This is an optimization exercise on Yosys and OpenROAD, whose aim is small area and a short achievable clock period, not a production implementation.
The RTL was checked by simulation tests, not by an equivalence proof against the original design.

==> flow/design.v <==
`timescale 1ns/100ps
module xgmii_rx_top #(
    parameter int STAT_W = 32
) (
    input  logic              clk,
    input  logic              inv_aresetn,
    input  logic [63:0]       xgmii_d_i,
    input  logic [7:0]        xgmii_c_i,
    output logic [63:0]       tdata_o,
    output logic [7:0]        tkeep_o,
    output logic              tvalid_o,
    output logic              tlast_o,
    output logic              tuser_o,
    output logic [STAT_W-1:0] good_frames_o,
    output logic [STAT_W-1:0] bad_frames_o
);
    logic [7:0]  c;
    logic [63:0] d;
    logic        dat_in, term_in, early_in, err_in, tch_in;
    logic [2:0]  lane_in;
    logic [3:0]  sofp_in;
    logic [7:0]  first_ctl, eq_fd;
    logic [63:0] masked;
    assign c = xgmii_c_i;
    assign d = xgmii_d_i;
    assign dat_in = (c == 8'h00);
    assign term_in  = c[7] && ((~c[6:0] | c[7:1]) == 7'h7F);
    assign early_in = term_in && c[4];
    assign err_in   = !dat_in && !term_in;
    assign sofp_in[0] = ({d[7:0], c} == 16'hFB01);
    assign sofp_in[1] = (d[23:8]  == 16'h5555);
    assign sofp_in[2] = (d[39:24] == 16'h5555);
    assign sofp_in[3] = (d[63:40] == 24'hD5_5555);
    assign lane_in[2] = ~c[3];
    assign lane_in[1] = (~c[1] & c[3]) | ~c[5];
    assign lane_in[0] = (~c[0] & c[1]) | (~c[2] & c[3]) | (~c[4] & c[5]) | ~c[6];
    assign first_ctl = c & ~{c[6:0], 1'b0};
    always_comb begin
        for (int j = 0; j < 8; j++) begin
            eq_fd[j] = (d[8*j +: 8] == 8'hFD);
            masked[8*j +: 8] = d[8*j +: 8] & {8{~c[j]}};
        end
    end
    assign tch_in = |(first_ctl & eq_fd);
    logic [63:0] d1_q;       
    logic [2:0]  lane_q;     
    logic        tch_q;      
    logic [3:0]  sofp_q;     
    logic        nf_q;       
    logic        hp_q;       
    logic        fin_q;      
    logic        fin_hp_q;   
    logic [2:0]  lane2_q;    
    logic        beat2_q;    
    logic        good2_q;    
    logic [31:0] crc_q;
    logic [7:1]  keep_q;     
    logic        sof;
    logic        frame;
    logic        late_q;
    logic        fin_beat;
    logic [31:0] crc_nxt;
    logic [31:0] resid;
    logic        crc_ok;
    logic [7:0]  keep_last;
    assign sof      = &sofp_q;
    assign frame    = hp_q || (nf_q && sof);
    assign late_q   = lane_q[2] && (lane_q[1:0] != 2'd0);
    assign fin_beat = late_q || fin_hp_q;
    wire x96 = crc_q[18] ^ d1_q[13];
    wire x97 = crc_q[19] ^ d1_q[12];
    wire x98 = crc_q[20] ^ d1_q[11];
    wire x99 = crc_q[28] ^ d1_q[3];
    wire x100 = crc_q[15] ^ d1_q[16];
    wire x101 = crc_q[26] ^ d1_q[5];
    wire x102 = crc_q[27] ^ d1_q[4];
    wire x103 = crc_q[23] ^ d1_q[8];
    wire x104 = crc_q[24] ^ d1_q[7];
    wire x105 = crc_q[25] ^ d1_q[6];
    wire x106 = crc_q[12] ^ d1_q[19];
    wire x107 = crc_q[22] ^ d1_q[9];
    wire x108 = crc_q[0] ^ d1_q[31];
    wire x109 = crc_q[1] ^ d1_q[30];
    wire x110 = crc_q[16] ^ d1_q[15];
    wire x111 = crc_q[17] ^ d1_q[14];
    wire x112 = crc_q[21] ^ d1_q[10];
    wire x113 = crc_q[29] ^ d1_q[2];
    wire x114 = crc_q[30] ^ d1_q[1];
    wire x115 = x96 ^ x99;
    wire x116 = crc_q[5] ^ d1_q[26];
    wire x117 = crc_q[6] ^ d1_q[25];
    wire x118 = crc_q[7] ^ d1_q[24];
    wire x119 = crc_q[8] ^ d1_q[23];
    wire x120 = crc_q[9] ^ d1_q[22];
    wire x121 = crc_q[10] ^ d1_q[21];
    wire x122 = crc_q[11] ^ d1_q[20];
    wire x123 = crc_q[13] ^ d1_q[18];
    wire x124 = crc_q[14] ^ d1_q[17];
    wire x125 = crc_q[31] ^ d1_q[0];
    wire x126 = d1_q[32] ^ x98;
    wire x127 = d1_q[39] ^ x102;
    wire x128 = crc_q[2] ^ d1_q[29];
    wire x129 = crc_q[3] ^ d1_q[28];
    wire x130 = crc_q[4] ^ d1_q[27];
    wire x131 = d1_q[35] ^ x97;
    wire x132 = x100 ^ x105;
    wire x133 = d1_q[36] ^ d1_q[54];
    wire x134 = d1_q[34] ^ x101;
    wire x135 = d1_q[37] ^ x103;
    wire x136 = d1_q[38] ^ x107;
    wire x137 = d1_q[46] ^ x104;
    wire x138 = d1_q[55] ^ x109;
    wire x139 = d1_q[56] ^ x108;
    wire x140 = d1_q[47] ^ x115;
    wire x141 = d1_q[43] ^ x111;
    wire x142 = d1_q[44] ^ x110;
    wire x143 = d1_q[51] ^ x106;
    wire x144 = d1_q[45] ^ x126;
    wire x145 = d1_q[42] ^ d1_q[58];
    wire x146 = d1_q[48] ^ d1_q[60];
    wire x147 = d1_q[49] ^ d1_q[61];
    wire x148 = d1_q[50] ^ d1_q[57];
    wire x149 = d1_q[40] ^ x122;
    wire x150 = d1_q[41] ^ x121;
    wire x151 = d1_q[52] ^ x117;
    wire x152 = d1_q[53] ^ x116;
    wire x153 = d1_q[59] ^ x113;
    wire x154 = d1_q[62] ^ x112;
    wire x155 = d1_q[63] ^ x124;
    wire x156 = x114 ^ x133;
    wire x157 = x118 ^ x130;
    wire x158 = x119 ^ x125;
    wire x159 = d1_q[33] ^ x127;
    wire x160 = x120 ^ x131;
    wire x161 = x123 ^ x134;
    wire x162 = x128 ^ x129;
    wire x163 = d1_q[63] ^ x135;
    wire x164 = x138 ^ x146;
    wire x165 = x139 ^ x147;
    wire x166 = x104 ^ x145;
    wire x167 = x132 ^ x136;
    wire x168 = x148 ^ x154;
    wire x169 = d1_q[33] ^ x110;
    wire x170 = d1_q[34] ^ x97;
    wire x171 = d1_q[59] ^ x123;
    wire x172 = d1_q[39] ^ x143;
    wire x173 = d1_q[54] ^ x157;
    wire x174 = d1_q[57] ^ x142;
    wire x175 = d1_q[60] ^ x150;
    wire x176 = x98 ^ x149;
    wire x177 = x100 ^ x151;
    wire x178 = x107 ^ x141;
    wire x179 = x111 ^ x137;
    wire x180 = x156 ^ x162;
    wire x181 = x101 ^ x144;
    wire x182 = x128 ^ x140;
    wire x183 = d1_q[38] ^ d1_q[40];
    wire x184 = d1_q[43] ^ d1_q[62];
    wire x185 = d1_q[50] ^ d1_q[58];
    wire x186 = d1_q[32] ^ x96;
    wire x187 = d1_q[35] ^ x112;
    wire x188 = d1_q[36] ^ x129;
    wire x189 = d1_q[37] ^ x124;
    wire x190 = d1_q[44] ^ x102;
    wire x191 = d1_q[45] ^ x103;
    wire x192 = d1_q[49] ^ x130;
    wire x193 = d1_q[61] ^ x120;
    wire x194 = x114 ^ x122;
    wire x195 = d1_q[41] ^ x141;
    wire x196 = d1_q[55] ^ x150;
    wire x197 = d1_q[57] ^ x136;
    wire x198 = x97 ^ x153;
    wire x199 = x101 ^ x127;
    wire x200 = x113 ^ x152;
    wire x201 = x116 ^ x142;
    wire x202 = x118 ^ x152;
    wire x203 = x119 ^ x170;
    wire x204 = x121 ^ x155;
    wire x205 = x137 ^ x157;
    wire x206 = d1_q[42] ^ x160;
    wire x207 = d1_q[47] ^ x163;
    wire x208 = x105 ^ x159;
    wire x209 = x108 ^ x172;
    wire x210 = x125 ^ x161;
    wire x211 = x131 ^ x140;
    wire x212 = x144 ^ x179;
    wire x213 = x117 ^ x181;
    wire x214 = d1_q[34] ^ d1_q[48];
    wire x215 = d1_q[46] ^ d1_q[51];
    wire x216 = d1_q[32] ^ x100;
    wire x217 = d1_q[35] ^ x114;
    wire x218 = d1_q[38] ^ x118;
    wire x219 = d1_q[52] ^ x106;
    wire x220 = d1_q[55] ^ x129;
    wire x221 = d1_q[56] ^ x98;
    wire x222 = d1_q[56] ^ x106;
    wire x223 = d1_q[61] ^ x113;
    wire x224 = d1_q[62] ^ x148;
    wire x225 = x96 ^ x145;
    wire x226 = x99 ^ x120;
    wire x227 = x99 ^ x124;
    wire x228 = x109 ^ x133;
    wire x229 = x109 ^ x185;
    wire x230 = x122 ^ x184;
    wire x231 = d1_q[36] ^ x158;
    wire x232 = d1_q[39] ^ x139;
    wire x233 = d1_q[53] ^ x153;
    wire x234 = d1_q[59] ^ x132;
    wire x235 = d1_q[60] ^ x158;
    wire x236 = x103 ^ x194;
    wire x237 = x105 ^ x151;
    wire x238 = x108 ^ x126;
    wire x239 = x111 ^ x187;
    wire x240 = x115 ^ x135;
    wire x241 = x115 ^ x171;
    wire x242 = x126 ^ x156;
    wire x243 = x132 ^ x169;
    wire x244 = x134 ^ x229;
    wire x245 = x138 ^ x149;
    wire x246 = x139 ^ x188;
    wire x247 = x143 ^ x155;
    wire x248 = x143 ^ x166;
    wire x249 = x192 ^ x228;
    wire x250 = d1_q[40] ^ x174;
    wire x251 = d1_q[41] ^ x201;
    wire x252 = d1_q[42] ^ x165;
    wire x253 = d1_q[58] ^ x167;
    wire x254 = x112 ^ x164;
    wire x255 = x116 ^ x168;
    wire x256 = x119 ^ x164;
    wire x257 = x125 ^ x198;
    wire x258 = x135 ^ x178;
    wire x259 = x140 ^ x190;
    wire x260 = x144 ^ x226;
    wire x261 = x146 ^ x160;
    wire x262 = x149 ^ x161;
    wire x263 = x159 ^ x193;
    wire x264 = x163 ^ x217;
    wire x265 = x166 ^ x196;
    wire x266 = x168 ^ x204;
    wire x267 = x173 ^ x244;
    wire x268 = x177 ^ x203;
    wire x269 = x186 ^ x199;
    wire x270 = x167 ^ x261;
    wire x271 = x169 ^ x182;
    wire x272 = x183 ^ x206;
    wire x273 = x208 ^ x248;
    wire x274 = x225 ^ x266;
    wire x275 = x123 ^ x213;
    wire x276 = d1_q[54] ^ x187;
    wire x277 = x216 ^ x163;
    wire x278 = x197 ^ x200;
    wire x279 = x276 ^ x209;
    wire x280 = x210 ^ x277;
    wire x281 = x278 ^ x271;
    wire x282 = x279 ^ x280;
    wire x283 = x281 ^ x282;
    wire x284 = d1_q[56] ^ x109;
    wire x285 = x125 ^ x284;
    wire x286 = x177 ^ x179;
    wire x287 = x180 ^ x199;
    wire x288 = x247 ^ x285;
    wire x289 = x211 ^ x255;
    wire x290 = x286 ^ x287;
    wire x291 = x288 ^ x289;
    wire x292 = x290 ^ x291;
    wire x293 = d1_q[46] ^ x97;
    wire x294 = x106 ^ x220;
    wire x295 = x293 ^ x165;
    wire x296 = x173 ^ x294;
    wire x297 = x207 ^ x208;
    wire x298 = x255 ^ x295;
    wire x299 = x296 ^ x213;
    wire x300 = x297 ^ x298;
    wire x301 = x299 ^ x300;
    wire x302 = x99 ^ x133;
    wire x303 = x136 ^ x152;
    wire x304 = x154 ^ x190;
    wire x305 = x302 ^ x165;
    wire x306 = x205 ^ x303;
    wire x307 = x304 ^ x256;
    wire x308 = x305 ^ x306;
    wire x309 = x307 ^ x308;
    wire x310 = x275 ^ x309;
    wire x311 = d1_q[43] ^ d1_q[45];
    wire x312 = x311 ^ x151;
    wire x313 = x158 ^ x186;
    wire x314 = x218 ^ x161;
    wire x315 = x164 ^ x174;
    wire x316 = x234 ^ x247;
    wire x317 = x312 ^ x313;
    wire x318 = x263 ^ x314;
    wire x319 = x315 ^ x316;
    wire x320 = x317 ^ x318;
    wire x321 = x319 ^ x320;
    wire x322 = d1_q[34] ^ d1_q[44];
    wire x323 = x103 ^ x322;
    wire x324 = x127 ^ x153;
    wire x325 = x222 ^ x323;
    wire x326 = x160 ^ x178;
    wire x327 = x202 ^ x235;
    wire x328 = x324 ^ x325;
    wire x329 = x326 ^ x327;
    wire x330 = x328 ^ x274;
    wire x331 = x329 ^ x330;
    wire x332 = d1_q[33] ^ x120;
    wire x333 = x147 ^ x184;
    wire x334 = x221 ^ x332;
    wire x335 = x333 ^ x197;
    wire x336 = x236 ^ x241;
    wire x337 = x334 ^ x265;
    wire x338 = x268 ^ x335;
    wire x339 = x336 ^ x337;
    wire x340 = x338 ^ x339;
    wire x341 = d1_q[61] ^ x155;
    wire x342 = x161 ^ x176;
    wire x343 = x202 ^ x232;
    wire x344 = x341 ^ x182;
    wire x345 = x265 ^ x342;
    wire x346 = x343 ^ x270;
    wire x347 = x344 ^ x345;
    wire x348 = x346 ^ x347;
    wire x349 = d1_q[62] ^ x102;
    wire x350 = x107 ^ x215;
    wire x351 = x131 ^ x152;
    wire x352 = x155 ^ x158;
    wire x353 = x162 ^ x349;
    wire x354 = x350 ^ x175;
    wire x355 = x237 ^ x238;
    wire x356 = x241 ^ x245;
    wire x357 = x351 ^ x352;
    wire x358 = x353 ^ x354;
    wire x359 = x355 ^ x356;
    wire x360 = x357 ^ x358;
    wire x361 = x359 ^ x360;
    wire x362 = x154 ^ x162;
    wire x363 = x191 ^ x193;
    wire x364 = x227 ^ x176;
    wire x365 = x177 ^ x198;
    wire x366 = x362 ^ x363;
    wire x367 = x209 ^ x267;
    wire x368 = x364 ^ x365;
    wire x369 = x366 ^ x367;
    wire x370 = x368 ^ x369;
    wire x371 = x104 ^ x121;
    wire x372 = x129 ^ x147;
    wire x373 = x371 ^ x372;
    wire x374 = x235 ^ x238;
    wire x375 = x373 ^ x259;
    wire x376 = x264 ^ x267;
    wire x377 = x374 ^ x375;
    wire x378 = x376 ^ x377;
    wire x379 = x110 ^ x119;
    wire x380 = x137 ^ x143;
    wire x381 = x171 ^ x230;
    wire x382 = x379 ^ x249;
    wire x383 = x380 ^ x381;
    wire x384 = x207 ^ x269;
    wire x385 = x382 ^ x383;
    wire x386 = x270 ^ x384;
    wire x387 = x385 ^ x386;
    wire x388 = d1_q[48] ^ d1_q[51];
    wire x389 = x107 ^ x133;
    wire x390 = x388 ^ x132;
    wire x391 = x389 ^ x390;
    wire x392 = x212 ^ x257;
    wire x393 = x263 ^ x391;
    wire x394 = x274 ^ x392;
    wire x395 = x393 ^ x394;
    wire x396 = d1_q[53] ^ x142;
    wire x397 = x165 ^ x168;
    wire x398 = x175 ^ x236;
    wire x399 = x396 ^ x181;
    wire x400 = x211 ^ x253;
    wire x401 = x397 ^ x398;
    wire x402 = x399 ^ x400;
    wire x403 = x401 ^ x402;
    wire x404 = x102 ^ x134;
    wire x405 = x137 ^ x219;
    wire x406 = x165 ^ x174;
    wire x407 = x176 ^ x404;
    wire x408 = x405 ^ x254;
    wire x409 = x257 ^ x258;
    wire x410 = x406 ^ x407;
    wire x411 = x408 ^ x409;
    wire x412 = x410 ^ x411;
    wire x413 = x156 ^ x171;
    wire x414 = x191 ^ x221;
    wire x415 = x178 ^ x413;
    wire x416 = x414 ^ x182;
    wire x417 = x254 ^ x415;
    wire x418 = x273 ^ x416;
    wire x419 = x417 ^ x418;
    wire x420 = d1_q[33] ^ d1_q[37];
    wire x421 = d1_q[50] ^ x145;
    wire x422 = x420 ^ x137;
    wire x423 = x155 ^ x170;
    wire x424 = x220 ^ x421;
    wire x425 = x234 ^ x422;
    wire x426 = x423 ^ x424;
    wire x427 = x209 ^ x251;
    wire x428 = x425 ^ x426;
    wire x429 = x427 ^ x428;
    wire x430 = d1_q[58] ^ x183;
    wire x431 = x224 ^ x430;
    wire x432 = x195 ^ x243;
    wire x433 = x249 ^ x431;
    wire x434 = x432 ^ x433;
    wire x435 = x434 ^ x275;
    wire x436 = d1_q[48] ^ x128;
    wire x437 = x189 ^ x436;
    wire x438 = x202 ^ x239;
    wire x439 = x437 ^ x250;
    wire x440 = x252 ^ x269;
    wire x441 = x438 ^ x439;
    wire x442 = x440 ^ x441;
    wire x443 = x127 ^ x136;
    wire x444 = x140 ^ x164;
    wire x445 = x195 ^ x246;
    wire x446 = x443 ^ x268;
    wire x447 = x444 ^ x445;
    wire x448 = x446 ^ x447;
    wire x449 = x98 ^ x215;
    wire x450 = x135 ^ x138;
    wire x451 = x153 ^ x449;
    wire x452 = x173 ^ x450;
    wire x453 = x451 ^ x452;
    wire x454 = x271 ^ x272;
    wire x455 = x453 ^ x454;
    wire x456 = d1_q[37] ^ d1_q[39];
    wire x457 = x112 ^ x185;
    wire x458 = x456 ^ x150;
    wire x459 = x457 ^ x180;
    wire x460 = x200 ^ x203;
    wire x461 = x458 ^ x212;
    wire x462 = x459 ^ x460;
    wire x463 = x461 ^ x462;
    wire x464 = x113 ^ x132;
    wire x465 = x151 ^ x192;
    wire x466 = x172 ^ x180;
    wire x467 = x201 ^ x464;
    wire x468 = x465 ^ x207;
    wire x469 = x260 ^ x262;
    wire x470 = x466 ^ x467;
    wire x471 = x468 ^ x469;
    wire x472 = x470 ^ x471;
    wire x473 = x117 ^ x214;
    wire x474 = x216 ^ x224;
    wire x475 = x473 ^ x180;
    wire x476 = x204 ^ x205;
    wire x477 = x474 ^ x258;
    wire x478 = x259 ^ x475;
    wire x479 = x476 ^ x477;
    wire x480 = x478 ^ x479;
    wire x481 = x158 ^ x188;
    wire x482 = x191 ^ x230;
    wire x483 = x200 ^ x205;
    wire x484 = x243 ^ x481;
    wire x485 = x482 ^ x211;
    wire x486 = x252 ^ x483;
    wire x487 = x484 ^ x485;
    wire x488 = x486 ^ x487;
    wire x489 = x106 ^ x114;
    wire x490 = x130 ^ x134;
    wire x491 = x223 ^ x489;
    wire x492 = x237 ^ x490;
    wire x493 = x491 ^ x206;
    wire x494 = x212 ^ x251;
    wire x495 = x256 ^ x492;
    wire x496 = x493 ^ x494;
    wire x497 = x495 ^ x496;
    wire x498 = x106 ^ x117;
    wire x499 = x118 ^ x127;
    wire x500 = x141 ^ x498;
    wire x501 = x167 ^ x175;
    wire x502 = x233 ^ x499;
    wire x503 = x500 ^ x250;
    wire x504 = x260 ^ x264;
    wire x505 = x501 ^ x502;
    wire x506 = x503 ^ x504;
    wire x507 = x505 ^ x506;
    wire x508 = d1_q[52] ^ x114;
    wire x509 = x121 ^ x141;
    wire x510 = x142 ^ x153;
    wire x511 = x154 ^ x166;
    wire x512 = x218 ^ x508;
    wire x513 = x231 ^ x232;
    wire x514 = x240 ^ x509;
    wire x515 = x510 ^ x511;
    wire x516 = x512 ^ x262;
    wire x517 = x513 ^ x514;
    wire x518 = x515 ^ x516;
    wire x519 = x517 ^ x518;
    wire x520 = x96 ^ x138;
    wire x521 = x189 ^ x194;
    wire x522 = x223 ^ x160;
    wire x523 = x195 ^ x197;
    wire x524 = x231 ^ x520;
    wire x525 = x521 ^ x522;
    wire x526 = x523 ^ x524;
    wire x527 = x273 ^ x525;
    wire x528 = x526 ^ x527;
    wire x529 = x128 ^ x148;
    wire x530 = x132 ^ x222;
    wire x531 = x529 ^ x175;
    wire x532 = x240 ^ x242;
    wire x533 = x530 ^ x210;
    wire x534 = x531 ^ x532;
    wire x535 = x272 ^ x533;
    wire x536 = x534 ^ x535;
    wire x537 = d1_q[49] ^ x104;
    wire x538 = x110 ^ x112;
    wire x539 = x131 ^ x189;
    wire x540 = x537 ^ x538;
    wire x541 = x159 ^ x176;
    wire x542 = x196 ^ x233;
    wire x543 = x246 ^ x539;
    wire x544 = x540 ^ x210;
    wire x545 = x541 ^ x542;
    wire x546 = x543 ^ x544;
    wire x547 = x545 ^ x546;
    wire x548 = x130 ^ x214;
    wire x549 = x219 ^ x227;
    wire x550 = x548 ^ x159;
    wire x551 = x239 ^ x242;
    wire x552 = x245 ^ x549;
    wire x553 = x253 ^ x550;
    wire x554 = x551 ^ x552;
    wire x555 = x553 ^ x554;
    assign crc_nxt[0] = x283;
    assign crc_nxt[1] = x292;
    assign crc_nxt[2] = x301;
    assign crc_nxt[3] = x310;
    assign crc_nxt[4] = x321;
    assign crc_nxt[5] = x331;
    assign crc_nxt[6] = x340;
    assign crc_nxt[7] = x348;
    assign crc_nxt[8] = x361;
    assign crc_nxt[9] = x370;
    assign crc_nxt[10] = x378;
    assign crc_nxt[11] = x387;
    assign crc_nxt[12] = x395;
    assign crc_nxt[13] = x403;
    assign crc_nxt[14] = x412;
    assign crc_nxt[15] = x419;
    assign crc_nxt[16] = x429;
    assign crc_nxt[17] = x435;
    assign crc_nxt[18] = x442;
    assign crc_nxt[19] = x448;
    assign crc_nxt[20] = x455;
    assign crc_nxt[21] = x463;
    assign crc_nxt[22] = x472;
    assign crc_nxt[23] = x480;
    assign crc_nxt[24] = x488;
    assign crc_nxt[25] = x497;
    assign crc_nxt[26] = x507;
    assign crc_nxt[27] = x519;
    assign crc_nxt[28] = x528;
    assign crc_nxt[29] = x536;
    assign crc_nxt[30] = x547;
    assign crc_nxt[31] = x555;
    always_comb begin
        case (lane2_q)
            3'd0: resid = 32'h099C5421;
            3'd1: resid = 32'hC8721E29;
            3'd2: resid = 32'h91E9AE38;
            3'd3: resid = 32'h8AD76F98;
            3'd4: resid = 32'h6904BB59;
            3'd5: resid = 32'h8104C946;
            3'd6: resid = 32'h3A7ABC72;
            default: resid = 32'h4710BB9C;
        endcase
    end
    assign crc_ok = (crc_q == resid);
    always_comb begin
        case (lane2_q)
            3'd0: keep_last = 8'h0F;
            3'd1: keep_last = 8'h1F;
            3'd2: keep_last = 8'h3F;
            3'd3: keep_last = 8'h7F;
            3'd4: keep_last = 8'hFF;
            3'd5: keep_last = 8'h01;
            3'd6: keep_last = 8'h03;
            default: keep_last = 8'h07;
        endcase
    end
    always_ff @(posedge clk) begin
        d1_q     <= masked;
        lane_q   <= lane_in;
        tch_q    <= tch_in;
        sofp_q   <= sofp_in;
        fin_hp_q <= hp_q;
        lane2_q  <= lane_q;
        crc_q    <= sof ? 32'hFFFF_FFFF : crc_nxt;
        if (!((fin_q && !late_q) || beat2_q)) begin
            tdata_o <= d1_q;
        end
        keep_q   <= beat2_q ? keep_last[7:1] : 7'h7F;
    end
    assign tkeep_o = {keep_q, 1'b1};
    always_ff @(posedge clk) begin
        tlast_o <= beat2_q || (hp_q && err_in);
        tuser_o <= good2_q && crc_ok;
    end
    always_ff @(posedge clk) begin
        if (inv_aresetn) begin
            nf_q          <= 1'b1;
            hp_q          <= 1'b0;
            fin_q         <= 1'b0;
            beat2_q       <= 1'b0;
            good2_q       <= 1'b0;
            tvalid_o      <= 1'b0;
            good_frames_o <= '0;
            bad_frames_o  <= '0;
        end else begin
            nf_q          <= !frame;
            hp_q          <= frame && dat_in;
            fin_q         <= frame && term_in;
            beat2_q       <= fin_q && fin_beat;
            good2_q       <= fin_q && fin_beat && tch_q;
            tvalid_o      <= beat2_q || (hp_q && !early_in);
            good_frames_o <= good_frames_o + STAT_W'(tvalid_o && tlast_o && tuser_o);
            bad_frames_o  <= bad_frames_o + STAT_W'(tvalid_o && tlast_o && !tuser_o);
        end
    end
endmodule
==> flow/flow/run.sh <==
#!/bin/bash
# Own layout flow: the standard ORFS flow (standard.sh; synthesis
# unchanged) with plain sky130_fd_sc_hd__buf_2 cells as the port buffers and these
# make settings: SETUP_SLACK_MARGIN=6.0 CTS_BUF_LIST=sky130_fd_sc_hd__clkbuf_8 CTS_CLUSTER_SIZE=16 CTS_CLUSTER_DIAMETER=60
# SETUP_SLACK_MARGIN makes setup repair keep sizing and buffering until
# paths are that far below the (unchanged) 9 ns clock period.
set -euo pipefail
cd "$(dirname "$0")/.."
echo "export BUFFER_PORTS_ARGS = -buffer_cell sky130_fd_sc_hd__buf_2" >> config.mk
bash standard.sh SETUP_SLACK_MARGIN=6.0 CTS_BUF_LIST=sky130_fd_sc_hd__clkbuf_8 CTS_CLUSTER_SIZE=16 CTS_CLUSTER_DIAMETER=60 finish > standard.log 2>&1
==> flow/standard.sh <==
#!/bin/bash
# synth_recipe.tcl (not shown) runs the flow's synth.tcl, then flattens the netlist and writes it again
# the make line also repeats each setting of config.mk as NAME=value (left out here)
make -C /OpenROAD-flow-scripts/flow DESIGN_CONFIG=/design/flow/config.mk WORK_HOME=/design/flow/orfs CLKGATE_MAP_FILE= SYNTH_SCRIPT=/design/flow/synth_recipe.tcl "${@:-finish}"
==> flow/config.mk <==
export PLATFORM = sky130hd
export DESIGN_NAME = xgmii_rx_top
export DESIGN_NICKNAME = xgmii_rx_top
export VERILOG_FILES = /design/flow/design.v
export SDC_FILE = /design/flow/constraint.sdc
export NUM_CORES = 4
export LEC_CHECK = 0
export CAP_MARGIN = 20
export CORE_MARGIN = 2
export CORE_UTILIZATION = 40
export SETUP_SLACK_MARGIN = 0.2
export SLEW_MARGIN = 20
export BUFFER_PORTS_ARGS = -buffer_cell sky130_fd_sc_hd__buf_2
==> flow/constraint.sdc <==
create_clock -name core_clock -period 9.0 [get_ports {clk}]
set_input_delay 1.8000 -clock core_clock [delete_from_list [all_inputs] [get_ports {clk}]]
set_output_delay 1.8000 -clock core_clock [all_outputs]
set_load 0.01 [all_outputs]
==> results.json, run 1 <==
{
  "die_w_um": 190,
  "synth_cell_types": 61,
  "drc": 0,
  "grt_pass1_wl_mm": 62.3,
  "relSlewSlack_pct": 29.6,
  "worst_pin_slew_ns": 1.05,
  "via_per_inst": 5.12,
  "rr_endpoint": "crc_q[14]",
  "overflow": 0,
  "grt_pass1_vias": 9434,
  "layout_common_cells": "238 x xnor2_1, 211 x buf_2, 159 x dfxtp_1",
  "worstPathArrival_ns": 1.18,
  "fin_setup_tns_ns": 0,
  "postCtsSetupRepairBufs": 0,
  "cts_tree": "built",
  "vias": 9775,
  "antenna_found_initial": 1,
  "area_delta_synth_final_pct": 15.7,
  "rr_startpoint": "d1_q[37]",
  "nNetsFinal": 1514,
  "reg2regPathDepth": 6,
  "hold_depth": 0,
  "initial_core_util_pct": 40.3,
  "antennaDiodeCount": 0,
  "root_buffer": "clkbuf_8",
  "worstPathCellList": "buf_2",
  "synth_warnings": 1,
  "layout_commonest_cell": "xnor2_1",
  "syn_nets": 1308,
  "path_class": "flip-flop to primary output",
  "cap_violations": 0,
  "final_max_slew_viol_count": 0,
  "period_needed_ns": 2.98,
  "wl_per_cell_um": 22.8,
  "num_io_pins": 213,
  "fin_util_pct": 46.6,
  "core-area_um2": 34300,
  "cts_max_level": 1,
  "critical-path-max-stage-delay_ns": 0.43,
  "hold_viol": 0,
  "fillers": 3225,
  "syn_avg_cell_area_um2": 11.2,
  "use_met2_pct": 38.8,
  "postSynthCellCount": 1230,
  "synth_top_flop_cell": "dfxtp_1",
  "synth-async-reset-ratio_pct": 0,
  "fin_crit_sh_pct": 33.1,
  "gp_congestion": 0.961,
  "clkTransAtPathRegs_ns": 0.10,
  "path_buf_inv": 1,
  "dieArea_um2": 36000,
  "syn-cell-area_um2": 13800,
  "crit_fanout": 1,
  "r2r_setup_slack_ns": 6.07,
  "clk_latency_ns": 0.59,
  "stdcell_count": 1910,
  "startpoint_type": "flip-flop",
  "critPathCaptureType": "primary output",
  "critical-path-top-delay-family": "flip-flops",
  "dr.first_iter.drc_count": 760,
  "critical_path_required_ns": 7.20,
  "rsz0062_at_grt": "true",
  "layout-drive-gt1-share_pct": 21.7,
  "synth_enable_flop_cells": 64,
  "grtUsageMet1_pct": 32.9,
  "cpMaxStageDelayCell": "edfxtp_1",
  "cts_buffer_depth": 3,
  "clock-sinks": 251,
  "grtUsageTotal_pct": 23.7,
  "fin_worst_skew_ns": 0.0248,
  "setup_viol": 0,
  "drt_wl_total_mm": 43.6,
  "drtAntennaViolNets": 0,
  "post-place-cells": 1864,
  "synth-seq-cells": 251,
  "setup_ws_ns": 6.02,
  "grt_busiest_layer": "met2",
  "place_area_um2": 15400,
  "min_from": "lane_q[2]",
  "dp_hpwl_mm": 34.5,
  "drt_first_pass_iters": 5,
  "postLayoutCellArea_um2": 16000,
  "cts_buffers": 25,
  "timing.fmax_ghz": 0.335,
  "hold_end": "lane2_q[2]",
  "post-place-ws_ns": 5.76,
  "hp-class": "flip-flop to flip-flop",
  "met3_usage_pct": 3.78,
  "ys_seq_area_share_pct": 41.0,
  "chipHeight_um": 190,
  "outcome": "no timing/DRC/antenna violations",
  "port_buffers": 211,
  "whs_ns": 0.386,
  "num_rows": 68,
  "grt_max_degree": 68
}
-- how the worst max path moves through the flow --
stage,start,endpoint,slack (ns),cells after the start
finish,tdata_o[55],tdata_o[55],6.02,1
global route,tdata_o[55],tdata_o[55],5.98,1
CTS,tdata_o[56],tdata_o[56],5.99,1
detailed placement,xgmii_d_i[57],tch_q,5.76,6
global placement,xgmii_d_i[57],tch_q,5.77,6
floorplan,xgmii_d_i[57],tch_q,6.03,5
-- state kept, by name, summed over array words and instances, names as in the netlist --
| register | flops |
|---|---|
| tch_q | 1 |
| nf_q | 1 |
| fin_q | 1 |
| keep_q | 7 |
| good_frames_o | 32 |
| tvalid_o | 1 |
| tlast_o | 1 |
| crc_q | 32 |
| tuser_o | 1 |
| sofp_q | 4 |
| hp_q | 1 |
| beat2_q | 1 |
| d1_q | 64 |
| tdata_o | 64 |
| lane_q | 3 |
| fin_hp_q | 1 |
| lane2_q | 3 |
| bad_frames_o | 32 |
| good2_q | 1 |
-- cells by family after synthesis --
logic type / share of synthesized area (%)
XOR/XNOR: 38.2
AND/OR/NAND/NOR: 14.2
flip-flops: 41.0
AO/OA/AOI/OAI: 3.77
buffers and inverters: 1.62
multiplexers: 0.815
adder cells (fa/ha/maj): 0.362
other: 0.0272
-- routing by layer --
layer / vias to the layer above / wire (µm)
met4: 0 / 1250
li1: 4566 / -
met1: 4773 / 19300
met5: - / 0
met2: 367 / 20100
met3: 69 / 2930
-- cell type report --
class	count	area, µm²	area share [%]
Clock inverter	21	246	1.54
Tap cell	455	569	3.56
Multi-Input combinational cell	922	7930	49.6
Inverter	15	56.3	0.352
Sequential cell	251	5700	35.7
Clock buffer	25	344	2.15
Timing Repair Buffer	221	1130	7.08
-- synthesized netlist by cell type, types with 4 or more instances --
master | number | area (µm²)
nand2_1 | 64 | 240
clkbuf_1 | 36 | 135
xor3_1 | 11 | 262
nor2_1 | 78 | 293
nand2b_1 | 13 | 81.3
inv_1 | 14 | 52.6
o21ai_0 | 29 | 145
a21oi_1 | 29 | 145
xnor2_1 | 238 | 2080
xnor2_2 | 12 | 195
a31oi_1 | 4 | 25.0
and2_1 | 5 | 31.3
nand3_1 | 34 | 170
or3_1 | 12 | 75.1
xor2_1 | 104 | 911
o211ai_1 | 5 | 37.5
dfxtp_1 | 187 | 3740
and3_1 | 10 | 62.6
mux2i_1 | 9 | 90.1
or2_2 | 4 | 25.0
nor4_1 | 11 | 68.8
xnor3_1 | 74 | 1670
ha_1 | 4 | 50.1
and4_1 | 9 | 78.8
edfxtp_1 | 64 | 1920
o22ai_1 | 4 | 25.0
nor2b_1 | 81 | 507
nor3_1 | 13 | 65.1
nand4_1 | 24 | 150
-- timing repair --
item / CTS / global route
hold buffers: 0 / 0
gates resized for setup: 20 / 8
pin swaps: 0 / 0
setup endpoints to repair: 21 / 11
hold endpoints to repair: 0 / 0
cloned: 0 / 0
==> inputs of run 2 (changes only) <==
==> flow/flow/run.sh (replaced) <==
#!/bin/bash
# Own layout flow: the standard ORFS flow (standard.sh) with
# - plain sky130_fd_sc_hd__buf_2 cells as the port buffers,
# - these cells kept out of mapping and repair (added to the platform's
#   don't-use list; registers are unaffected): sky130_fd_sc_hd__xor3_1 sky130_fd_sc_hd__xor3_2 sky130_fd_sc_hd__xor3_4 sky130_fd_sc_hd__xnor3_1 sky130_fd_sc_hd__xnor3_2 sky130_fd_sc_hd__xnor3_4
# - these make settings: SETUP_SLACK_MARGIN=6.0 CTS_BUF_LIST=sky130_fd_sc_hd__clkbuf_16 CTS_CLUSTER_SIZE=25 CTS_CLUSTER_DIAMETER=100
# SETUP_SLACK_MARGIN makes setup repair keep sizing and buffering until
# paths are that far below the (unchanged) 9 ns clock period.
set -euo pipefail
cd "$(dirname "$0")/.."
{
  echo "export BUFFER_PORTS_ARGS = -buffer_cell sky130_fd_sc_hd__buf_2"
  echo "export DONT_USE_CELLS = sky130_fd_sc_hd__xor3_1 sky130_fd_sc_hd__xor3_2 sky130_fd_sc_hd__xor3_4 sky130_fd_sc_hd__xnor3_1 sky130_fd_sc_hd__xnor3_2 sky130_fd_sc_hd__xnor3_4"
} >> config.mk
bash standard.sh SETUP_SLACK_MARGIN=6.0 CTS_BUF_LIST=sky130_fd_sc_hd__clkbuf_16 CTS_CLUSTER_SIZE=25 CTS_CLUSTER_DIAMETER=100 finish > standard.log 2>&1
--- a/flow/config.mk
+++ b/flow/config.mk
@@ -11,3 +11,4 @@
 export SETUP_SLACK_MARGIN = 0.2
 export SLEW_MARGIN = 20
 export BUFFER_PORTS_ARGS = -buffer_cell sky130_fd_sc_hd__buf_2
+export DONT_USE_CELLS = sky130_fd_sc_hd__xor3_1 sky130_fd_sc_hd__xor3_2 sky130_fd_sc_hd__xor3_4 sky130_fd_sc_hd__xnor3_1 sky130_fd_sc_hd__xnor3_2 sky130_fd_sc_hd__xnor3_4
==> results.json, run 2 <==
{
  "crit_fanout": 6,
  "overflow": 0,
  "layout-drive-gt1-share_pct": 21.0,
  "postSynthCellCount": 1286,
  "cts_tree": "built",
  "relSlewSlack_pct": 26.0,
  "met3_usage_pct": 4.53,
  "clock-sinks": 251,
  "worstPathArrival_ns": 1.13,
  "grt_pass1_wl_mm": 61.3,
  "critical-path-max-stage-delay_ns": 0.45,
  "grtUsageTotal_pct": 23.3,
  "grt_pass1_vias": 9381,
  "final_max_slew_viol_count": 0,
  "post-place-ws_ns": 5.73,
  "synthTopCellsByArea": "dfxtp_1 27%, xnor2_1 23%, edfxtp_1 14%",
  "largestRegisters": "d1_q x64, tdata_o x64",
  "drt_first_pass_iters": 6,
  "synth_commonest_cells": "364 x xnor2_1, 187 x dfxtp_1, 81 x nor2b_1",
  "dr.first_iter.drc_count": 902,
  "cap_violations": 0,
  "timing.fmax_ghz": 0.341,
  "synth_warnings": 1,
  "synth_enable_flop_cells": 64,
  "critical_path_required_ns": 7.20,
  "gp_congestion": 0.951,
  "grtUsageMet1_pct": 32.3,
  "hold_viol": 0,
  "via_per_inst": 5.01,
  "setup_viol": 0,
  "port_buffers": 211,
  "path_class": "flip-flop to primary output",
  "root_buffer": "clkbuf_16",
  "fin_util_pct": 46.5,
  "cts_buffer_depth": 3,
  "core-area_um2": 33500,
  "nNetsFinal": 1554,
  "fin_crit_sh_pct": 32.6,
  "yosysTopAreaCell": "dfxtp_1",
  "synth-seq-cells": 251,
  "setup_ws_ns": 6.07,
  "initial_core_util_pct": 40.7,
  "vias": 9697,
  "dp_hpwl_mm": 33.7,
  "die_w_um": 189,
  "dieArea_um2": 35600,
  "outcome": "no timing/DRC/antenna violations",
  "wl_per_cell_um": 21.5,
  "chipHeight_um": 189,
  "fin_worst_skew_ns": 0.0265,
  "fin_setup_tns_ns": 0,
  "layout_common_cells": "364 x xnor2_1, 211 x buf_2, 184 x dfxtp_1",
  "drt_wl_total_mm": 41.5,
  "syn_avg_cell_area_um2": 10.6,
  "grt_busiest_layer": "met2",
  "ys_seq_area_share_pct": 41.5,
  "hp-class": "flip-flop to flip-flop",
  "syn-cell-area_um2": 13700,
  "postCtsHoldBufs": 0,
  "drtAntennaViolNets": 0,
  "yosysMostFrequentCell": "xnor2_1",
  "critical-path-top-delay-family": "flip-flops",
  "antenna_found_initial": 3,
  "synth_top_flop_cell": "dfxtp_1",
  "worstPathCellList": "buf_2",
  "layout_commonest_cell": "xnor2_1",
  "path_buf_inv": 1,
  "syn_nets": 1364,
  "cts_max_level": 1,
  "drc": 0,
  "synth_cell_types": 57,
  "startpoint_type": "flip-flop",
  "cpMaxStageDelayCell": "dfxtp_1",
  "period_needed_ns": 2.93,
  "num_io_pins": 213,
  "clk_latency_ns": 0.51,
  "rsz0062_at_grt": "false",
  "critPathCaptureType": "primary output",
  "grt_max_degree": 68,
  "cts_buffers": 14,
  "area_delta_synth_final_pct": 14.3,
  "clkTransAtPathRegs_ns": 0.10,
  "synth_top_cell_area_share_pct": 27.4,
  "use_met2_pct": 37.4,
  "synth-async-reset-ratio_pct": 0,
  "worst_pin_slew_ns": 1.10,
  "num_rows": 67
}
-- run 2: what timing repair did --
item	4_1_cts	5_1_grt
endpoints found under the setup margin	1	1
buffers inserted	0	0
gates resized for setup	1	2
-- run 2: path summary, 6_finish.rpt --
kind	start	endpoint	slack, ns	cells after the start
setup / recovery	good_frames_o[24]	good_frames_o[24]	6.07	1
hold / removal	lane_q[1]	lane2_q[1]	0.36	0
setup reg to reg	d1_q[25]	crc_q[9]	6.20	8
hold reg to reg	lane_q[1]	lane2_q[1]	0.36	0
-- run 2: cells by family (layout without fill, tap and decap cells) --
logic type,after synthesis,count (layout),share of synthesized area [%]
AND/OR/NAND/NOR,377,377,14.3
flip-flops,251,251,41.5
adder cells (fa/ha/maj),4,4,0.367
multiplexers,5,5,0.394
AO/OA/AOI/OAI,86,86,3.78
other,1,3,0.0275
XOR/XNOR,510,510,38.2
buffers and inverters,52,250,1.48
-- run 2: stage by stage --
stage	area (µm²)	std cells	hold slack, ns
floorplan	13700	1286	0.325
global placement	15200	1908	0.332
detailed placement	15200	1908	0.344
CTS	15600	1932	0.355
global route	15600	1934	0.364
finish	15600	1934	0.356
-- run 2: layout make-up --
class                      instances  area [µm²]
antenna                            2        5.00
clock buffer                      15         375
clock inverter                     9        61.3
fill                            3257       17900
inverter                          10        37.5
multi-input combinational        983        7800
sequential                       251        5670
tap                              448         561
timing repair buffer             216        1090
-- run 2: routing by layer --
| layer | vias up | routed length [µm] |
|---|---|---|
| li1 | 4610 | - |
| met1 | 4681 | 17900 |
| met2 | 357 | 19100 |
| met3 | 49 | 3590 |
| met4 | 0 | 915 |
| met5 | - | 0 |
==> inputs of run 3 (changes only) <==
==> flow/flow/run.sh (replaced) <==
#!/bin/bash
# Own layout flow: the standard ORFS flow (standard.sh) with
# - plain sky130_fd_sc_hd__buf_2 cells as the port buffers,
# - these cells kept out of mapping and repair (added to the platform's
#   don't-use list; registers are unaffected): sky130_fd_sc_hd__xor3_1 sky130_fd_sc_hd__xor3_2 sky130_fd_sc_hd__xor3_4 sky130_fd_sc_hd__xnor3_1 sky130_fd_sc_hd__xnor3_2 sky130_fd_sc_hd__xnor3_4 sky130_fd_sc_hd__xnor2_2 sky130_fd_sc_hd__xnor2_4 sky130_fd_sc_hd__xor2_2 sky130_fd_sc_hd__xor2_4
# - these make settings: SETUP_SLACK_MARGIN=6.0 CTS_BUF_LIST=sky130_fd_sc_hd__clkbuf_16 CTS_CLUSTER_SIZE=25 CTS_CLUSTER_DIAMETER=100
# SETUP_SLACK_MARGIN makes setup repair keep sizing and buffering until
# paths are that far below the (unchanged) 9 ns clock period.
set -euo pipefail
cd "$(dirname "$0")/.."
{
  echo "export BUFFER_PORTS_ARGS = -buffer_cell sky130_fd_sc_hd__buf_2"
  echo "export DONT_USE_CELLS = sky130_fd_sc_hd__xor3_1 sky130_fd_sc_hd__xor3_2 sky130_fd_sc_hd__xor3_4 sky130_fd_sc_hd__xnor3_1 sky130_fd_sc_hd__xnor3_2 sky130_fd_sc_hd__xnor3_4 sky130_fd_sc_hd__xnor2_2 sky130_fd_sc_hd__xnor2_4 sky130_fd_sc_hd__xor2_2 sky130_fd_sc_hd__xor2_4"
} >> config.mk
bash standard.sh SETUP_SLACK_MARGIN=6.0 CTS_BUF_LIST=sky130_fd_sc_hd__clkbuf_16 CTS_CLUSTER_SIZE=25 CTS_CLUSTER_DIAMETER=100 finish > standard.log 2>&1
--- a/flow/config.mk
+++ b/flow/config.mk
@@ -11,4 +11,4 @@
 export SETUP_SLACK_MARGIN = 0.2
 export SLEW_MARGIN = 20
 export BUFFER_PORTS_ARGS = -buffer_cell sky130_fd_sc_hd__buf_2
-export DONT_USE_CELLS = sky130_fd_sc_hd__xor3_1 sky130_fd_sc_hd__xor3_2 sky130_fd_sc_hd__xor3_4 sky130_fd_sc_hd__xnor3_1 sky130_fd_sc_hd__xnor3_2 sky130_fd_sc_hd__xnor3_4
+export DONT_USE_CELLS = sky130_fd_sc_hd__xor3_1 sky130_fd_sc_hd__xor3_2 sky130_fd_sc_hd__xor3_4 sky130_fd_sc_hd__xnor3_1 sky130_fd_sc_hd__xnor3_2 sky130_fd_sc_hd__xnor3_4 sky130_fd_sc_hd__xnor2_2 sky130_fd_sc_hd__xnor2_4 sky130_fd_sc_hd__xor2_2 sky130_fd_sc_hd__xor2_4
==> results.json, run 3 <==
{
  "stdcell_count": 1929,
  "setup_viol": 0,
  "initial_core_util_pct": 40.7,
  "drtAntennaViolNets": 0,
  "critical_path_required_ns": 9.39,
  "layout-drive-gt1-share_pct": 18.7,
  "synth_top_cell_area_share_pct": 29.1,
  "ys_seq_area_share_pct": 43.8,
  "clk_latency_ns": 0.51,
  "cpMaxStageDelayCell": "xnor2_1",
  "fin_setup_tns_ns": 0,
  "postSynthCellCount": 1286,
  "syn_avg_cell_area_um2": 10.0,
  "path_class": "flip-flop to flip-flop",
  "area_delta_synth_final_pct": 16.9,
  "syn-cell-area_um2": 12900,
  "rr_startpoint": "crc_q[16]",
  "fin_crit_sh_pct": 32.8,
  "layout_commonest_cell": "xnor2_1",
  "grt_max_degree": 68,
  "overflow": 0,
  "num_io_pins": 213,
  "antennaDiodeCount": 0,
  "synth_warnings": 1,
  "final_max_slew_viol_count": 0,
  "r2r_setup_slack_ns": 6.04,
  "critPathCaptureType": "flip-flop",
  "relSlewSlack_pct": 29.6,
  "synth_commonest_cells": "430 x xnor2_1, 187 x dfxtp_1, 81 x nor2b_1",
  "worst_pin_slew_ns": 1.05,
  "synth_enable_flop_cells": 64,
  "hold_end": "lane2_q[1]",
  "period_needed_ns": 2.96,
  "startpoint_type": "flip-flop",
  "hold_viol": 0,
  "synth-async-reset-ratio_pct": 0,
  "largestRegisters": "d1_q x64, tdata_o x64",
  "cap_violations": 0,
  "worstPathArrival_ns": 3.35,
  "min_from": "lane_q[1]",
  "clkTransAtPathRegs_ns": 0.10,
  "drt_wl_total_mm": 41.0,
  "outcome": "no timing/DRC/antenna violations",
  "path_common_cell": "xnor2_1",
  "cts_buffers": 14,
  "critical-path-top-delay-family": "XOR/XNOR gates",
  "hold_depth": 0,
  "synthTopCellsByArea": "xnor2_1 29%, dfxtp_1 29%, edfxtp_1 15%",
  "fin_worst_skew_ns": 0.0218,
  "critical-path-max-stage-delay_ns": 0.55,
  "gp_congestion": 1.06,
  "rr_endpoint": "crc_q[22]",
  "drt_first_pass_iters": 5,
  "dp_hpwl_mm": 32.5,
  "rsz0062_at_grt": "true",
  "drc": 0,
  "chipHeight_um": 184,
  "yosysMostFrequentCell": "xnor2_1",
  "grt_pass1_wl_mm": 58.9,
  "root_buffer": "clkbuf_16",
  "grt_pass1_vias": 9297,
  "synth_cell_types": 56,
  "dr.first_iter.drc_count": 965,
  "layout_common_cells": "430 x xnor2_1, 211 x buf_2, 183 x dfxtp_1",
  "cts_tree": "built",
  "timing.fmax_ghz": 0.338,
  "reg2regPathDepth": 9,
  "nNetsFinal": 1597,
  "wl_per_cell_um": 21.3,
  "port_buffers": 211,
  "die_w_um": 184,
  "clock-sinks": 251,
  "num_rows": 65,
  "syn_nets": 1364,
  "core-area_um2": 31700,
  "hp-class": "flip-flop to flip-flop",
  "path_buf_inv": 1,
  "cts_buffer_depth": 3,
  "vias": 9884,
  "crit_fanout": 5,
  "yosysTopAreaCell": "xnor2_1",
  "grtUsageTotal_pct": 23.6,
  "cts_max_level": 1,
  "dieArea_um2": 33800,
  "synth-seq-cells": 251,
  "via_per_inst": 5.12,
  "worstPathCellList": "xnor2_1 > buf_4 > xnor2_1 > xnor2_1 > xnor2_1 > xnor2_1 > xnor2_1 > xnor2_1 > or2_1",
  "antenna_found_initial": 0,
  "post-place-cells": 1869,
  "synth_top_flop_cell": "dfxtp_1"
}
run 3: cells by family after synthesis:
family | count (synthesis) | synth area share [%]
adder cells (fa/ha/maj) | 4 | 0.387
XOR/XNOR | 510 | 34.6
other | 1 | 0.0290
buffers and inverters | 52 | 1.71
AO/OA/AOI/OAI | 86 | 4.00
multiplexers | 5 | 0.416
AND/OR/NAND/NOR | 377 | 15.1
flip-flops | 251 | 43.8
run 3: metal layers:
layer	routed length, µm	GRT usage, %	up-vias	part of all wire, %
met3	3580	4.20	87	8.7
met4	1510	7.71	0	3.7
met1	17800	33.1	4658	43
met2	18100	36.8	455	44
li1	-	-	4684	-
met5	0	0	-	0
run 3: worst max-delay path by stage:
stage                     startpoint          endpoint  cells after the start
floorplan              xgmii_d_i[57]             tch_q                      5
finish                     crc_q[16]         crc_q[22]                      9
global placement           crc_q[20]         crc_q[22]                      8
global route              lane2_q[0]           tuser_o                      8
CTS                 bad_frames_o[14]  bad_frames_o[14]                      1
detailed placement      xgmii_c_i[5]          tvalid_o                      8
run 3: what timing repair did:
item / CTS / global route
cloned: 0 / 0
setup buffers: 8 / 28
hold buffers: 0 / 0
pin swaps: 4 / 9
endpoints found under the setup margin: 7 / 16
resized for setup: 0 / 4
run 3: worst reg2reg max path, cell delays in order, from the launching register on:
cell and delay [ns]:
dfxtp_1 0.50, xnor2_1 0.10, buf_4 0.15, xnor2_1 0.55
xnor2_1 0.24, xnor2_1 0.46, xnor2_1 0.20, xnor2_1 0.33
xnor2_1 0.11, or2_1 0.20
run 3: layout make-up:
cell class	count	area (µm²)
Multi-Input combinational cell	983	7050
Clock buffer	15	375
Timing Repair Buffer	259	1420
Inverter	10	37.5
Fill cell	3054	16600
Clock inverter	9	52.6
Sequential cell	251	5670
Tap cell	402	503
run 3: per-stage QoR:
step	worst slack, ns	util, %	instance area, µm²	hold WS, ns
finish	6.04	47.6	15100	0.376
detailed placement	5.81	45.4	14400	0.367
floorplan	6.17	-	12900	0.325
global placement	5.69	45.4	14400	0.370
global route	5.94	47.6	15100	0.388
CTS	6.01	46.9	14900	0.382
==> inputs of run 4 (changes only) <==
==> flow/flow/run.sh (replaced) <==
#!/bin/bash
# Own layout flow: the standard ORFS flow (standard.sh) with
# - plain sky130_fd_sc_hd__buf_2 cells as the port buffers,
# - these cells kept out of mapping and repair (added to the platform's
#   don't-use list; registers are unaffected): sky130_fd_sc_hd__xor3_1 sky130_fd_sc_hd__xor3_2 sky130_fd_sc_hd__xor3_4 sky130_fd_sc_hd__xnor3_1 sky130_fd_sc_hd__xnor3_2 sky130_fd_sc_hd__xnor3_4 sky130_fd_sc_hd__xnor2_2 sky130_fd_sc_hd__xnor2_4 sky130_fd_sc_hd__xor2_2 sky130_fd_sc_hd__xor2_4
# - these make settings: SETUP_SLACK_MARGIN=6.3 CTS_BUF_LIST=sky130_fd_sc_hd__clkbuf_16 CTS_CLUSTER_SIZE=25 CTS_CLUSTER_DIAMETER=100
# SETUP_SLACK_MARGIN makes setup repair keep sizing and buffering until
# paths are that far below the (unchanged) 9 ns clock period.
set -euo pipefail
cd "$(dirname "$0")/.."
{
  echo "export BUFFER_PORTS_ARGS = -buffer_cell sky130_fd_sc_hd__buf_2"
  echo "export DONT_USE_CELLS = sky130_fd_sc_hd__xor3_1 sky130_fd_sc_hd__xor3_2 sky130_fd_sc_hd__xor3_4 sky130_fd_sc_hd__xnor3_1 sky130_fd_sc_hd__xnor3_2 sky130_fd_sc_hd__xnor3_4 sky130_fd_sc_hd__xnor2_2 sky130_fd_sc_hd__xnor2_4 sky130_fd_sc_hd__xor2_2 sky130_fd_sc_hd__xor2_4"
} >> config.mk
bash standard.sh SETUP_SLACK_MARGIN=6.3 CTS_BUF_LIST=sky130_fd_sc_hd__clkbuf_16 CTS_CLUSTER_SIZE=25 CTS_CLUSTER_DIAMETER=100 finish > standard.log 2>&1
==> results.json, run 4 <==
{
  "worstPathCellList": "buf_2",
  "critical_path_required_ns": 7.20,
  "hold_viol": 0,
  "largestRegisters": "d1_q x64, tdata_o x64",
  "postLayoutCellArea_um2": 16700,
  "overflow": 0,
  "num_rows": 65,
  "clkTransAtPathRegs_ns": 0.09,
  "cap_violations": 0,
  "crit_fanout": 1,
  "fin_crit_sh_pct": 33.3,
  "cts_tree": "built",
  "root_buffer": "clkbuf_16",
  "synth_warnings": 1,
  "crit_cells": 1,
  "synth_top_cell_area_share_pct": 29.1,
  "grt_pass1_vias": 9943,
  "setup.worst_path.start": "tdata_o[13]",
  "clk_latency_ns": 0.51,
  "vias": 10600,
  "syn_avg_cell_area_um2": 10.0,
  "synth_top_flop_cell": "dfxtp_1",
  "postCtsHoldBufs": 0,
  "critical-path-top-delay-family": "flip-flops",
  "cts_buffers": 14,
  "dr.first_iter.drc_count": 1018,
  "clock-sinks": 251,
  "synth-async-reset-ratio_pct": 0,
  "cts_buffer_depth": 3,
  "critical-path-max-stage-delay_ns": 0.51,
  "num_io_pins": 213,
  "drc": 0,
  "period_needed_ns": 3.00,
  "drt_wl_total_mm": 44.3,
  "yosysTopAreaCell": "xnor2_1",
  "fin_setup_tns_ns": 0,
  "startpoint_type": "flip-flop",
  "grt_pass1_wl_mm": 64.0,
  "rr_endpoint": "crc_q[4]",
  "initial_core_util_pct": 40.7,
  "postSynthCellCount": 1286,
  "drt_first_pass_iters": 5,
  "antenna_found_initial": 3,
  "timing.fmax_ghz": 0.334,
  "grt_max_degree": 68,
  "wl_per_cell_um": 21.5,
  "synth-seq-cells": 251,
  "ys_seq_area_share_pct": 43.8,
  "worstPathArrival_ns": 1.20,
  "fillers": 2944,
  "worst_pin_slew_ns": 0.949,
  "hp-class": "flip-flop to flip-flop",
  "r2r_setup_slack_ns": 6.39,
  "syn_nets": 1364,
  "dp_hpwl_mm": 33.4,
  "syn-cell-area_um2": 12900,
  "layout-drive-gt1-share_pct": 29.3,
  "via_per_inst": 5.11,
  "outcome": "no timing/DRC/antenna violations",
  "cpMaxStageDelayCell": "edfxtp_1",
  "rr_startpoint": "crc_q[18]",
  "final_max_slew_viol_count": 0,
  "drtAntennaViolNets": 0,
  "gp_congestion": 0.983,
  "relSlewSlack_pct": 36.6,
  "synth_enable_flop_cells": 64,
  "dieArea_um2": 33800,
  "setup_viol": 0,
  "critPathCaptureType": "primary output",
  "yosysMostFrequentCell": "xnor2_1",
  "layout_common_cells": "430 x xnor2_1, 183 x buf_4, 142 x buf_2",
  "port_buffers": 211,
  "layout_commonest_cell": "xnor2_1",
  "path_class": "flip-flop to primary output",
  "fin_worst_skew_ns": 0.0195,
  "crit_end": "tdata_o[13]",
  "synth_cell_types": 56,
  "multiInputGateArea_um2": 7060,
  "synth_commonest_cells": "430 x xnor2_1, 187 x dfxtp_1, 81 x nor2b_1",
  "cts_max_level": 1,
  "nNetsFinal": 1732,
  "register_area_um2": 5820,
  "synthTopCellsByArea": "xnor2_1 29%, dfxtp_1 29%, edfxtp_1 15%",
  "path_buf_inv": 1,
  "die_w_um": 184,
  "chipHeight_um": 184,
  "area_delta_synth_final_pct": 29.3,
  "place_area_um2": 14400,
  "reg2regPathDepth": 8,
  "rsz0062_at_grt": "true",
  "core-area_um2": 31700,
  "grtUsageTotal_pct": 25.7
}
[run 4: cell counts after synthesis]
No cell type changed its count.
[run 4: metrics by stage]
stage	setup WS [ns]	cells	util [%]	hold slack, ns
finish	6.00	2066	52.7	0.357
global route	5.97	2066	52.7	0.366
CTS	6.00	2009	51.3	0.354
detailed placement	5.77	1870	45.5	0.344
global placement	5.80	1869	45.4	0.358
floorplan	6.19	1286	-	0.325
[run 4: area by class of cell]
class	count	area share [%]
diodes	2	0.0300
clock buffers	15	2.25
clock inverters	9	0.307
inverters	10	0.225
multi-input cells	983	42.3
flip-flops and latches	251	34.8
well taps	402	3.01
repair buffers	394	17.1
[run 4: cells by family (layout without fill, tap and decap cells)]
| group | count (synthesis) | in the layout | synth area share (%) |
|---|---|---|---|
| DFF | 251 | 251 | 43.8 |
| AOI/OAI and AO/OA | 86 | 86 | 4.00 |
| adders and majority gates | 4 | 4 | 0.387 |
| and+or+nand+nor | 377 | 377 | 15.1 |
| muxes | 5 | 5 | 0.416 |
| other | 1 | 3 | 0.0290 |
| xor gates and xnor gates | 510 | 510 | 34.6 |
| buffers and inverters | 52 | 428 | 1.71 |
[run 4: timing repair]
item	4_1_cts	5_1_grt
hold endpoints to repair	0	0
buffers inserted	115	55
pin swaps	28	20
gates resized for setup	162	2
setup endpoints to repair	170	166
[run 4: routing by layer]
layer	track usage, %	vias up	share of wire [%]
met5	0	-	0.016
met4	8.26	2	3.8
met3	3.76	102	7.4
met2	40.6	461	45
met1	36.1	5040	44
li1	-	4957	-
[run 4: worst reg2reg max path, delay by kind of cell (launching register included)]
family / cells / cell delay [ns]
XOR/XNOR: 7 / 1.84
AND/OR/NAND/NOR: 1 / 0.20
flip-flops: 1 / 0.48
[run 4: worst min path at each step]
stage / slack (ns) / depth (start not counted) / end / startpoint
final: 0.36 / 0 / lane2_q[2] / lane_q[2]
after CTS: 0.35 / 0 / lane2_q[2] / lane_q[2]
after detailed placement: 0.34 / 0 / lane2_q[2] / lane_q[2]
after floorplan: 0.32 / 0 / lane2_q[2] / lane_q[2]
after global placement: 0.36 / 0 / lane2_q[1] / lane_q[1]
after global routing: 0.37 / 0 / lane2_q[2] / lane_q[2]
==> inputs of run 5 (changes only) <==
--- a/flow/design.v
+++ b/flow/design.v
@@ -598,6 +598,19 @@
         keep_q   <= beat2_q ? keep_last[7:1] : 7'h7F;
     end
     assign tkeep_o = {keep_q, 1'b1};
+    function automatic logic [STAT_W-1:0] toggles(logic [STAT_W-1:0] q, logic inc);
+        logic [STAT_W-1:0] t;
+        for (int g = 0; g < STAT_W / 4; g++) begin
+            t[4*g] = inc && (&(q | ~({STAT_W{1'b1}} >> (STAT_W - 4*g))));
+            for (int i = 1; i < 4; i++) begin
+                t[4*g+i] = t[4*g+i-1] && q[4*g+i-1];
+            end
+        end
+        toggles = t;
+    endfunction
+    logic [STAT_W-1:0] good_tgl, bad_tgl;
+    assign good_tgl = toggles(good_frames_o, tvalid_o && tlast_o && tuser_o);
+    assign bad_tgl  = toggles(bad_frames_o, tvalid_o && tlast_o && !tuser_o);
     always_ff @(posedge clk) begin
         tlast_o <= beat2_q || (hp_q && err_in);
         tuser_o <= good2_q && crc_ok;
@@ -619,8 +632,8 @@
             beat2_q       <= fin_q && fin_beat;
             good2_q       <= fin_q && fin_beat && tch_q;
             tvalid_o      <= beat2_q || (hp_q && !early_in);
-            good_frames_o <= good_frames_o + STAT_W'(tvalid_o && tlast_o && tuser_o);
-            bad_frames_o  <= bad_frames_o + STAT_W'(tvalid_o && tlast_o && !tuser_o);
+            good_frames_o <= good_frames_o ^ good_tgl;
+            bad_frames_o  <= bad_frames_o ^ bad_tgl;
         end
     end
 endmodule
==> flow/flow/run.sh (replaced) <==
#!/bin/bash
# Own layout flow: the standard ORFS flow (standard.sh) with
# - plain sky130_fd_sc_hd__buf_2 cells as the port buffers,
# - these cells kept out of mapping and repair (added to the platform's
#   don't-use list; registers are unaffected): sky130_fd_sc_hd__xor3_1 sky130_fd_sc_hd__xor3_2 sky130_fd_sc_hd__xor3_4 sky130_fd_sc_hd__xnor3_1 sky130_fd_sc_hd__xnor3_2 sky130_fd_sc_hd__xnor3_4 sky130_fd_sc_hd__xnor2_2 sky130_fd_sc_hd__xnor2_4 sky130_fd_sc_hd__xor2_2 sky130_fd_sc_hd__xor2_4
# - these make settings: SETUP_SLACK_MARGIN=6.0 CTS_BUF_LIST=sky130_fd_sc_hd__clkbuf_16 CTS_CLUSTER_SIZE=25 CTS_CLUSTER_DIAMETER=100
# SETUP_SLACK_MARGIN makes setup repair keep sizing and buffering until
# paths are that far below the (unchanged) 9 ns clock period.
set -euo pipefail
cd "$(dirname "$0")/.."
{
  echo "export BUFFER_PORTS_ARGS = -buffer_cell sky130_fd_sc_hd__buf_2"
  echo "export DONT_USE_CELLS = sky130_fd_sc_hd__xor3_1 sky130_fd_sc_hd__xor3_2 sky130_fd_sc_hd__xor3_4 sky130_fd_sc_hd__xnor3_1 sky130_fd_sc_hd__xnor3_2 sky130_fd_sc_hd__xnor3_4 sky130_fd_sc_hd__xnor2_2 sky130_fd_sc_hd__xnor2_4 sky130_fd_sc_hd__xor2_2 sky130_fd_sc_hd__xor2_4"
} >> config.mk
bash standard.sh SETUP_SLACK_MARGIN=6.0 CTS_BUF_LIST=sky130_fd_sc_hd__clkbuf_16 CTS_CLUSTER_SIZE=25 CTS_CLUSTER_DIAMETER=100 finish > standard.log 2>&1
==> results.json, run 5 <==
{
  "antennaDiodeCount": 0,
  "synth_top_flop_cell": "dfxtp_1",
  "synth_enable_flop_cells": 64,
  "period_needed_ns": 2.89,
  "clk_latency_ns": 0.50,
  "cap_violations": 0,
  "wl_per_cell_um": 21.3,
  "worstPathArrival_ns": 1.09,
  "initial_core_util_pct": 40.7,
  "ys_seq_area_share_pct": 44.0,
  "path_class": "flip-flop to primary output",
  "layout_common_cells": "429 x xnor2_1, 211 x buf_2, 185 x dfxtp_1",
  "startpoint_type": "flip-flop",
  "grt_pass1_wl_mm": 57.3,
  "worstPathCellList": "buf_2",
  "hp-class": "flip-flop to flip-flop",
  "timing.fmax_ghz": 0.346,
  "nNetsFinal": 1591,
  "min_from": "hp_q",
  "antenna_found_initial": 0,
  "fin_crit_sh_pct": 32.1,
  "dieArea_um2": 33600,
  "grt_pass1_vias": 8876,
  "crit_fanout": 1,
  "chipHeight_um": 183,
  "hold_viol": 0,
  "dp_hpwl_mm": 32.0,
  "fin_worst_skew_ns": 0.0149,
  "reg2regPathDepth": 8,
  "synth_commonest_cells": "429 x xnor2_1, 187 x dfxtp_1, 122 x nor2b_1",
  "final_max_slew_viol_count": 0,
  "post-place-cells": 1813,
  "clock-sinks": 251,
  "gp_congestion": 1.04,
  "area_delta_synth_final_pct": 17.5,
  "dr.first_iter.drc_count": 829,
  "drt_wl_total_mm": 40.0,
  "yosysMostFrequentCell": "xnor2_1",
  "rr_startpoint": "crc_q[0]",
  "die_w_um": 183,
  "hold_depth": 0,
  "setup_viol": 0,
  "outcome": "no timing/DRC/antenna violations",
  "syn_nets": 1352,
  "cts_buffers": 14,
  "stdcell_count": 1878,
  "largestRegisters": "d1_q x64, tdata_o x64",
  "setup.worst_path.start": "tdata_o[35]",
  "synth_warnings": 1,
  "synth-seq-cells": 251,
  "via_per_inst": 4.98,
  "grt_max_degree": 68,
  "critical-path-max-stage-delay_ns": 0.43,
  "worst_pin_slew_ns": 0.957,
  "clkTransAtPathRegs_ns": 0.10,
  "overflow": 0,
  "root_buffer": "clkbuf_16",
  "synth_cell_types": 49,
  "hold_end": "fin_hp_q",
  "yosysTopAreaCell": "xnor2_1",
  "rr_endpoint": "crc_q[3]",
  "synthTopCellsByArea": "xnor2_1 29%, dfxtp_1 29%, edfxtp_1 15%",
  "layout_commonest_cell": "xnor2_1",
  "grtUsageTotal_pct": 23.2,
  "synth_top_cell_area_share_pct": 29.2,
  "port_buffers": 211,
  "critPathCaptureType": "primary output",
  "num_io_pins": 213,
  "fin_setup_tns_ns": 0
}
-- run 5: cell types whose count changed in the layout (fill, tap and decap cells not counted), sizes merged, moves of 11 or more --
cell	delta
and3	-15
buf	-125
ha	+44
nand2	-11
nand3	-20
nor2	-38
nor2b	+41
xor2	-30
-- run 5: cell families (layout without fill, tap and decap cells) --
kind of cell / after synthesis / after routing / share of synthesized area (%)
muxes: 1 / 1 / 0.0778
buffers and inverters: 59 / 305 / 1.75
DFF: 251 / 251 / 44.0
AOI/OAI and AO/OA: 69 / 69 / 3.34
adders and majority gates: 48 / 48 / 4.67
other: 1 / 1 / 0.0291
xor gates and xnor gates: 479 / 479 / 32.6
and+or+nand+nor: 322 / 322 / 13.5
-- run 5: worst max path at each step --
| stage | end | slack [ns] | cells past startpoint |
|---|---|---|---|
| after global placement | crc_q[13] | 5.84 | 8 |
| after floorplan | tvalid_o | 6.22 | 7 |
| after CTS | crc_q[15] | 6.01 | 8 |
| after detailed placement | tvalid_o | 5.85 | 8 |
| final | tdata_o[35] | 6.11 | 1 |
| after global routing | crc_q[12] | 6.00 | 9 |
-- run 5: routing by layer --
| metal | vias to the layer above | track usage, % | share of wire, % |
|---|---|---|---|
| met5 | - | 0 | 0 |
| met4 | 0 | 8.16 | 3.8 |
| met3 | 70 | 2.44 | 6.5 |
| met2 | 365 | 36.8 | 45 |
| met1 | 4421 | 32.7 | 45 |
| li1 | 4489 | - | - |
-- run 5: what timing repair did --
action | 4_1_cts | 5_1_grt
gates resized for setup | 1 | 1
endpoints found under the setup margin | 6 | 20
pin swaps | 3 | 14
buffers inserted | 7 | 35
hold buffers | 0 | 0
-- run 5: cell type report --
class                   count  area (µm²)
flip-flops and latches    251        5670
repair buffers            268        1480
fillers                  2949       16500
clock buffers              15         375
multi-input cells         920        6990
clock inverters             8        47.5
inverters                  14        52.6
well taps                 402         503
-- run 5: per-stage QoR --
stage | setup slack, ns | hold WS [ns] | area [µm²] | utilization [%]
2_1_floorplan | 6.22 | 0.325 | 12900 | -
3_3_place_gp | 5.84 | 0.375 | 14400 | 45.5
3_5_place_dp | 5.85 | 0.375 | 14400 | 45.5
4_1_cts | 6.01 | 0.388 | 14900 | 47.0
5_1_grt | 6.00 | 0.399 | 15100 | 47.8
6_report | 6.11 | 0.392 | 15100 | 47.8

==> port drivers added, routing unchanged <==
In the flow no input, the clock included, has a driving cell. The finished layouts below were timed again as built, in two steps.
Step 1, drivers: a clkbuf_16 drives clk and a buf_2 each remaining input, both assumed.
Step 2 also shifts input and output timing later by t, the mid clock arrival at the registers, as if the neighbouring blocks saw the same clock.
Slacks: ideal ports / drivers / drivers and shift; pairs: ideal ports / drivers.
run | shift t [ns] | slack for setup (ns) | clock arrival spread, ns
run 1 | 0.627 | 6.019 / 5.971 / 5.759 | 0.025 / 0.025
run 2 | 0.546 | 6.067 / 6.013 / 5.750 | 0.027 / 0.027
run 3 | 0.547 | 6.044 / 6.016 / 5.811 | 0.022 / 0.022
run 4 | 0.550 | 6.005 / 5.957 / 5.830 | 0.021 / 0.021
run 5 | 0.537 | 6.107 / 6.059 / 5.843 | 0.015 / 0.016
After both steps every run listed still meets setup and hold. The setup slack of run 2, which loses most, moves by -0.054 ns with the drivers and by -0.317 ns with both steps.
